What follows belongs to an exercise in optimizing a design on an open flow for small area and a short achievable clock period; a production flow would make more cautious choices. Where RTL was checked, it was by simulation tests only, not by an equivalence proof against the original. No driver is modelled on the clock port, so clocking that relies on it looks cheaper here than on a real chip. Power and IR drop assume default switching activity.

## the previous run
// exec_stage
module exec_stage (
    input  logic               clk,
    input  logic               rst,
    input  logic               valid_i,
    input  exec_pkg::alu_op_t  alu_op_i,
    input  exec_pkg::src_a_t   src_a_i,
    input  exec_pkg::src_b_t   src_b_i,
    input  exec_pkg::fwd_t     fwd_a_i,
    input  exec_pkg::fwd_t     fwd_b_i,
    input  exec_pkg::fwd_t     fwd_st_i,
    input  logic               spc_clr_i,
    input  exec_pkg::word_t    rs_i,
    input  exec_pkg::word_t    rt_i,
    input  exec_pkg::word_t    ext_i,
    input  exec_pkg::word_t    pc_i,
    input  exec_pkg::word_t    fw_alu_i,
    input  exec_pkg::word_t    fw_mem_i,
    output logic               valid_o,
    output exec_pkg::word_t    result_o,
    output exec_pkg::word_t    store_data_o,
    output exec_pkg::word_t    spc_o
);
Size in the first run: about 1500 cells after synthesis, roughly 210 flip-flops, about 310 I/O pins, roughly 12000 sq um of cells after synthesis.
export LEC_CHECK = 0
export CAP_MARGIN = 20
export CORE_MARGIN = 2
export CORE_UTILIZATION = 50
export CTS_BUF_LIST = sky130_fd_sc_hd__clkbuf_8
export CTS_CLUSTER_DIAMETER = 50
export CTS_CLUSTER_SIZE = 16
export SETUP_SLACK_MARGIN = 2.2
export SLEW_MARGIN = 20
create_clock -name core_clock -period 4.5 [get_ports {clk}]
standard.sh (not shown) runs the stock make flow with config.mk's settings and CLKGATE_MAP_FILE= SYNTH_SCRIPT=/design/flow/synth_recipe.tcl, a recipe that flattens the netlist after the stock synthesis.
==> flow/flow/run.sh <==
#!/bin/bash
# The standard layout (standard.sh, ORFS) with these changes:
#  - synthesis: the ABC mapping step runs flow/map.abc (a delay-driven
#    &nf mapping with area recovery) instead of ORFS's abc_speed script,
#    and no full/half adder cells are extracted (ADDER_MAP_FILE empty), so
#    the RTL's prefix adder reaches ABC as gates. Registers, their names
#    and cell types are as in the standard flow's synthesis.
#  - every port gets the smallest buffer, sky130_fd_sc_hd__buf_1
#  - the resizer may swap cells of any footprint (MATCH_CELL_FOOTPRINT=0)
#  - after CTS, flow/skew.tcl gives the result register (result_o) a later
#    clock through extra clock buffers, lending time to the paths from the
#    operand registers into it, then repairs timing again
# Each tool's output goes to a log file in this folder (flow.log, and
# ORFS's per-step logs under orfs/logs).
set -euo pipefail
HERE=$(pwd)

# synthesis script: the standard flow's, with the ABC script swapped
sed -e 's#^source \$::env(SCRIPTS_DIR)/synth_preamble.tcl$#&\nset abc_args [lreplace $abc_args 1 1 $::env(MY_ABC_SCRIPT)]#' \
    "$FLOW_HOME/scripts/synth.tcl" > my_synth_body.tcl
grep -q MY_ABC_SCRIPT my_synth_body.tcl
sed -e "s#^source \$::env(SCRIPTS_DIR)/synth.tcl\$#source $HERE/my_synth_body.tcl#" \
    synth_recipe.tcl > my_synth_recipe.tcl
grep -q my_synth_body my_synth_recipe.tcl

sed -e "s#SYNTH_SCRIPT=[^ ]*#SYNTH_SCRIPT=$HERE/my_synth_recipe.tcl MATCH_CELL_FOOTPRINT=0#" standard.sh > my_standard.sh
grep -q my_synth_recipe my_standard.sh

export MY_ABC_SCRIPT="$HERE/flow/map.abc"
export BUFFER_PORTS_ARGS="-buffer_cell sky130_fd_sc_hd__buf_1"
export ADDER_MAP_FILE=""
# after CTS: the result register's clock arrives later (flow/skew.tcl)
export POST_CTS_TCL="$HERE/flow/skew.tcl"
export SKEW_STAGES=2
export SKEW_CELL=sky130_fd_sc_hd__clkbuf_4
bash my_standard.sh > flow.log 2>&1
Other scripts of this flow, unchanged in this note and not shown: flow/flow/map.abc, flow/flow/skew.tcl
Inputs modified between the previous run and the current run:
--- a/flow/design.v
+++ b/flow/design.v
@@ -152,20 +152,17 @@
     input  exec_pkg::word_t    pc_i,
     input  exec_pkg::word_t    fw_alu_i,
     input  exec_pkg::word_t    fw_mem_i,
     output logic               valid_o,
     output exec_pkg::ctrl_t    ctrl_o,
     output exec_pkg::word_t    p_o,         
     output exec_pkg::word_t    g_o,         
     output exec_pkg::word_t    store_o,
-    output exec_pkg::word_t    spc_o,
-    output logic [3:0]         sh_lo_o,     
-    output logic [3:0]         sh_hi_o,     
-    output logic               sh_16_o      
+    output exec_pkg::word_t    spc_o
 );
     exec_pkg::word_t st_fwd;
     exec_pkg::word_t link_addr;
     exec_pkg::word_t a_sel;
     exec_pkg::word_t b_sel;
     exec_pkg::ctrl_t ctrl;
     logic            zero_a;
     logic            zero_b;
@@ -232,66 +229,62 @@
     for (genvar i = 0; i < 32; i++)
     begin : g_rev
         assign b_rev[i] = ctrl[8] ? b_sel[32-1-i] : b_sel[i];
     end
     assign zero_a = (alu_op_i == exec_pkg::ALU_PB) | ctrl[8] | ctrl[7];
     assign zero_b = (alu_op_i == exec_pkg::ALU_PA);
     assign a_op   = a_sel & {32{~zero_a}};
     assign b_op   = (b_rev & {32{~zero_b}}) ^ {32{ctrl[4]}};
+    logic spc_load;
+    logic spc_hold;
+    assign spc_load = rst & ~spc_clr_i & valid_i;
+    assign spc_hold = rst & ~spc_clr_i & ~valid_i;
     always_ff @(posedge clk)
     begin
-        if (!rst)
-            spc_o <= '0;
-        else if (spc_clr_i)
-            spc_o <= '0;
-        else if (valid_i)
-            spc_o <= pc_i;
+        spc_o <= ({32{spc_load}} & pc_i) | ({32{spc_hold}} & spc_o);
     end
     always_ff @(posedge clk)
     begin
         if (!rst)
             valid_o <= 1'b0;
         else
             valid_o <= valid_i;
     end
     always_ff @(posedge clk)
     begin
         ctrl_o  <= ctrl;
         p_o     <= a_op ^ b_op;
         g_o     <= {a_op[32-1:1] & b_op[32-1:1],
-                    (a_op[0] & b_op[0]) | ((a_op[0] ^ b_op[0]) & ctrl[4])};
-        sh_lo_o <= 4'b0001 << a_sel[1:0];
-        sh_hi_o <= 4'b0001 << a_sel[3:2];
-        sh_16_o <= a_sel[4];
+                    (a_op[0] & b_op[0]) | ((a_op[0] ^ b_op[0]) & ctrl[4])}
+                 | {{(32-9){1'b0}},
+                    {a_sel[4], 4'b0001 << a_sel[3:2], 4'b0001 << a_sel[1:0]}
+                        & {9{ctrl[7] | ctrl[8]}}};
         store_o <= st_fwd;
     end
 endmodule
 module result_stage (
     input  logic               clk,
     input  logic               rst,
     input  logic               valid_i,
     input  exec_pkg::ctrl_t    ctrl_i,
     input  exec_pkg::word_t    p_i,         
     input  exec_pkg::word_t    g_i,         
     input  exec_pkg::word_t    store_i,
-    input  logic [3:0]         sh_lo_i,
-    input  logic [3:0]         sh_hi_i,
-    input  logic               sh_16_i,
     output logic               valid_o,
     output exec_pkg::word_t    result_o,
     output exec_pkg::word_t    store_data_o
 );
     exec_pkg::word_t alu_y;
     exec_pkg::word_t shift_y;
     barrel_shifter i_shifter (
         .value_i  (p_i),
-        .sh_lo_i (sh_lo_i),
-        .sh_hi_i (sh_hi_i),
-        .sh_16_i (sh_16_i),
+        .sh_lo_i (g_i[3:0]),     
+        .sh_hi_i (g_i[7:4]),
+        .sh_16_i (g_i[8]),
         .ctrl_i   (ctrl_i),
         .y_o      (shift_y)
     );
     alu_logic i_alu (
         .p_i     (p_i),
         .g_i     (g_i),
         .ctrl_i  (ctrl_i),
         .shift_i (shift_y),
@@ -332,19 +325,16 @@
     output exec_pkg::word_t    store_data_o,
     output exec_pkg::word_t    spc_o
 );
     logic    op_valid;
     exec_pkg::ctrl_t   op_ctrl;
     exec_pkg::word_t   op_p;
     exec_pkg::word_t   op_g;
     exec_pkg::word_t   op_store;
-    logic [3:0]        op_sh_lo;
-    logic [3:0]        op_sh_hi;
-    logic              op_sh_16;
     operand_select i_operand_select (
         .clk       (clk),
         .rst       (rst),
         .valid_i   (valid_i),
         .alu_op_i  (alu_op_i),
         .src_a_i   (src_a_i),
         .src_b_i   (src_b_i),
         .fwd_a_i   (fwd_a_i),
@@ -357,29 +347,23 @@
         .pc_i      (pc_i),
         .fw_alu_i  (fw_alu_i),
         .fw_mem_i  (fw_mem_i),
         .valid_o   (op_valid),
         .ctrl_o    (op_ctrl),
         .p_o       (op_p),
         .g_o       (op_g),
         .store_o   (op_store),
-        .spc_o     (spc_o),
-        .sh_lo_o  (op_sh_lo),
-        .sh_hi_o  (op_sh_hi),
-        .sh_16_o  (op_sh_16)
+        .spc_o     (spc_o)
     );
     result_stage i_result_stage (
         .clk          (clk),
         .rst          (rst),
         .valid_i      (op_valid),
         .ctrl_i       (op_ctrl),
         .p_i          (op_p),
         .g_i          (op_g),
         .store_i      (op_store),
-        .sh_lo_i     (op_sh_lo),
-        .sh_hi_i     (op_sh_hi),
-        .sh_16_i     (op_sh_16),
         .valid_o      (valid_o),
         .result_o     (result_o),
         .store_data_o (store_data_o)
     );
 endmodule
Notes after the runs:
[compare] base=the previous run new=the current run: total number of tap cells saw a decrease; post-layout minimum cycle time saw a decrease; summed area of non-filler cells in the final layout saw a decrease; peak per-stage delay on the critical path saw a decrease.
[the current run vs the previous run] worst setup slack after layout: higher in the current run
When the final numbers for the previous run and the current run were put side by side, the fraction of synthesized area in multiplexers turned out to be greater in the previous run.
On register area share after synthesis, the higher figure sits with the previous run, not the current run.
Layout multi-input combinational cell count down about 2% in the current run wrt the previous run
NOTE detail-routed via count per cell the previous run->the current run increased by a few percent
Global-route usage over all layers sits higher in the current run than in the previous run.
Number of global-route vias before repair: the current run vs the previous run up 484
In the metrics for the previous run and the current run, the one carrying the lower cell count after synthesis is the current run.
Of the previous run and the current run, the higher maximum frequency belongs to the current run.
The RTL of the current run was laid out without a check of its function.

* * *

Setup of v6:
Another version of the RTL of exec_stage (not shown whole).
Size in the first run: ~310 I/O pins, about 0.012 mm^2 of cells after synthesis.
export LEC_CHECK = 0
export CAP_MARGIN = 20
export CORE_MARGIN = 2
export CORE_UTILIZATION = 50
export CTS_BUF_LIST = sky130_fd_sc_hd__clkbuf_8
export CTS_CLUSTER_DIAMETER = 60
export CTS_CLUSTER_SIZE = 20
export SETUP_SLACK_MARGIN = 1.9
export SLEW_MARGIN = 20
create_clock -name core_clock -period 4.5 [get_ports {clk}]
==> flow/flow/run.sh <==
#!/bin/bash
# The standard layout with two changes:
#  - Yosys's ABC step maps for area with the script in flow/area.abc
#    (registers, their names and cell types are untouched)
#  - no full/half adder cell extraction (ADDER_MAP_FILE empty)
#  - the resizer may swap cells of any footprint (MATCH_CELL_FOOTPRINT=0)
#  - every port gets the smallest buffer, sky130_fd_sc_hd__buf_1
# Each tool's output goes to a log file in this folder.
set -euo pipefail
HERE=$(pwd)

# synthesis script: the standard flow's, with the ABC script swapped
sed -e 's#^source \$::env(SCRIPTS_DIR)/synth_preamble.tcl$#&\nset abc_args [lreplace $abc_args 1 1 $::env(MY_ABC_SCRIPT)]#' \
    "$FLOW_HOME/scripts/synth.tcl" > my_synth_body.tcl
grep -q MY_ABC_SCRIPT my_synth_body.tcl
sed -e "s#^source \$::env(SCRIPTS_DIR)/synth.tcl\$#source $HERE/my_synth_body.tcl#" \
    synth_recipe.tcl > my_synth_recipe.tcl
grep -q my_synth_body my_synth_recipe.tcl

sed -e "s#SYNTH_SCRIPT=[^ ]*#SYNTH_SCRIPT=$HERE/my_synth_recipe.tcl MATCH_CELL_FOOTPRINT=0#" standard.sh > my_standard.sh
grep -q my_synth_recipe my_standard.sh

export MY_ABC_SCRIPT="$HERE/flow/map.abc"
export BUFFER_PORTS_ARGS="-buffer_cell sky130_fd_sc_hd__buf_1"
export ADDER_MAP_FILE=""
bash my_standard.sh > flow.log 2>&1
==> flow/flow/map.abc <==
&get -n
&st
&dch
&nf
&put
topo
stime -c
v6 closes out successfully: all stages finished, all timing, DRC and antenna checks passed.
[inputs] v7 vs v6
-- flow/design.v --
<<< v6, line 58
    assign arith = ctrl_i[3];
    assign cin   = ctrl_i[4];
    assign gp[0] = {g_i[W-1:1], g_i[0] | (p_i[0] & cin)};
    assign pp[0] = p_i;
    for (genvar l = 0; l < LOG_W; l++)
    begin : g_pfx
        for (genvar i = 0; i < W; i++)
        begin : g_bit
            if ((i >> l) & 1)
            begin : g_op
                localparam int J = ((i >> l) << l) - 1;
                assign gp[l+1][i] = gp[l][i] | (pp[l][i] & gp[l][J]);
                assign pp[l+1][i] = pp[l][i] & pp[l][J];
            end
            else
>>> v7, line 58
    assign arith = ctrl_i[3];
    assign cin   = ctrl_i[4];
    assign gp[0] = g_i;
    assign pp[0] = p_i;
    for (genvar l = 0; l < LOG_W; l++)
    begin : g_pfx
        localparam int STEP = 1 << l;
        for (genvar i = 0; i < W; i++)
        begin : g_bit
            if (i >= STEP)
            begin : g_op
                assign gp[l+1][i] = gp[l][i] | (pp[l][i] & gp[l][i-STEP]);
                assign pp[l+1][i] = pp[l][i] & pp[l][i-STEP];
            end
            else
<<< v6, line 257
        ctrl_o  <= ctrl;
        p_o     <= a_op ^ b_op;
        g_o     <= a_op & b_op;
        sh_lo_o <= 4'b0001 << a_sel[1:0];
        sh_hi_o <= 4'b0001 << a_sel[3:2];
>>> v7, line 257
        ctrl_o  <= ctrl;
        p_o     <= a_op ^ b_op;
        g_o     <= {a_op[32-1:1] & b_op[32-1:1],
                    (a_op[0] & b_op[0]) | ((a_op[0] ^ b_op[0]) & ctrl[4])};
        sh_lo_o <= 4'b0001 << a_sel[1:0];
        sh_hi_o <= 4'b0001 << a_sel[3:2];
Findings:
- v7 reached the final stage; the timing, design-rule and antenna checks on its layout passed.
- Global-route usage: v6 and v7 compared, higher one is v7
- Between v6 and v7, the difference in clock power is negligible.
- When the final numbers for v6 and v7 were put side by side, the non-clock buffer contribution to total cell area turned out to be greater in v6.
- v7 against v6: setup-violating endpoint count in the final report closely matched the old numbers; clock share of power now sits lower.
- Met3 demand-to-capacity share in global routing: v7 vs v6 up 0.53 points
- Comparing v6 and v7, the lower setup slack after layout was measured on v7.
- The total standard cell area after synthesis of v7 was inferior to that of v6.
Only the layout flow was run in v7; the RTL was not checked for function there.

-- static timing again, ports no longer ideal --
The results above use ideal ports. As a check the final layouts listed here were re-extracted and re-timed, cells and wires unchanged. Step 1 sets driving cells, clkbuf_16 on the clock port and buf_2 on the other inputs (assumed; they add their load-dependent delay and slew). Step 2, shift: input delay + t, output delay - t, t = (earliest + latest rising clock arrival at the registers) / 2. This alone moves slack from input paths to output paths. a / b / c = no drivers / after step 1 / after step 2; a / b = the first two.
| run | shift t [ns] | setup slack, ns | latest minus earliest clock arrival (ns) | worst register clock-pin slew, ns |
|---|---|---|---|---|
| the previous run | 0.740 | 2.196 / 2.212 / 1.472 | 0.295 / 0.294 | 0.11 / 0.11 |
| the current run | 0.742 | 2.269 / 2.236 / 1.511 | 0.300 / 0.300 | 0.10 / 0.10 |
| v6 | 0.606 | 1.911 / 1.911 / 1.387 | 0.023 / 0.022 | 0.11 / 0.11 |
| v7 | 0.604 | 1.895 / 1.924 / 1.320 | 0.055 / 0.056 | 0.11 / 0.11 |
In the current run the clock reaches the registers at very different times; t lies between them, and the last value is a rough guide only. The setup slack of the current run, which loses most, moves by -0.033 ns with the drivers and by -0.758 ns with both steps.
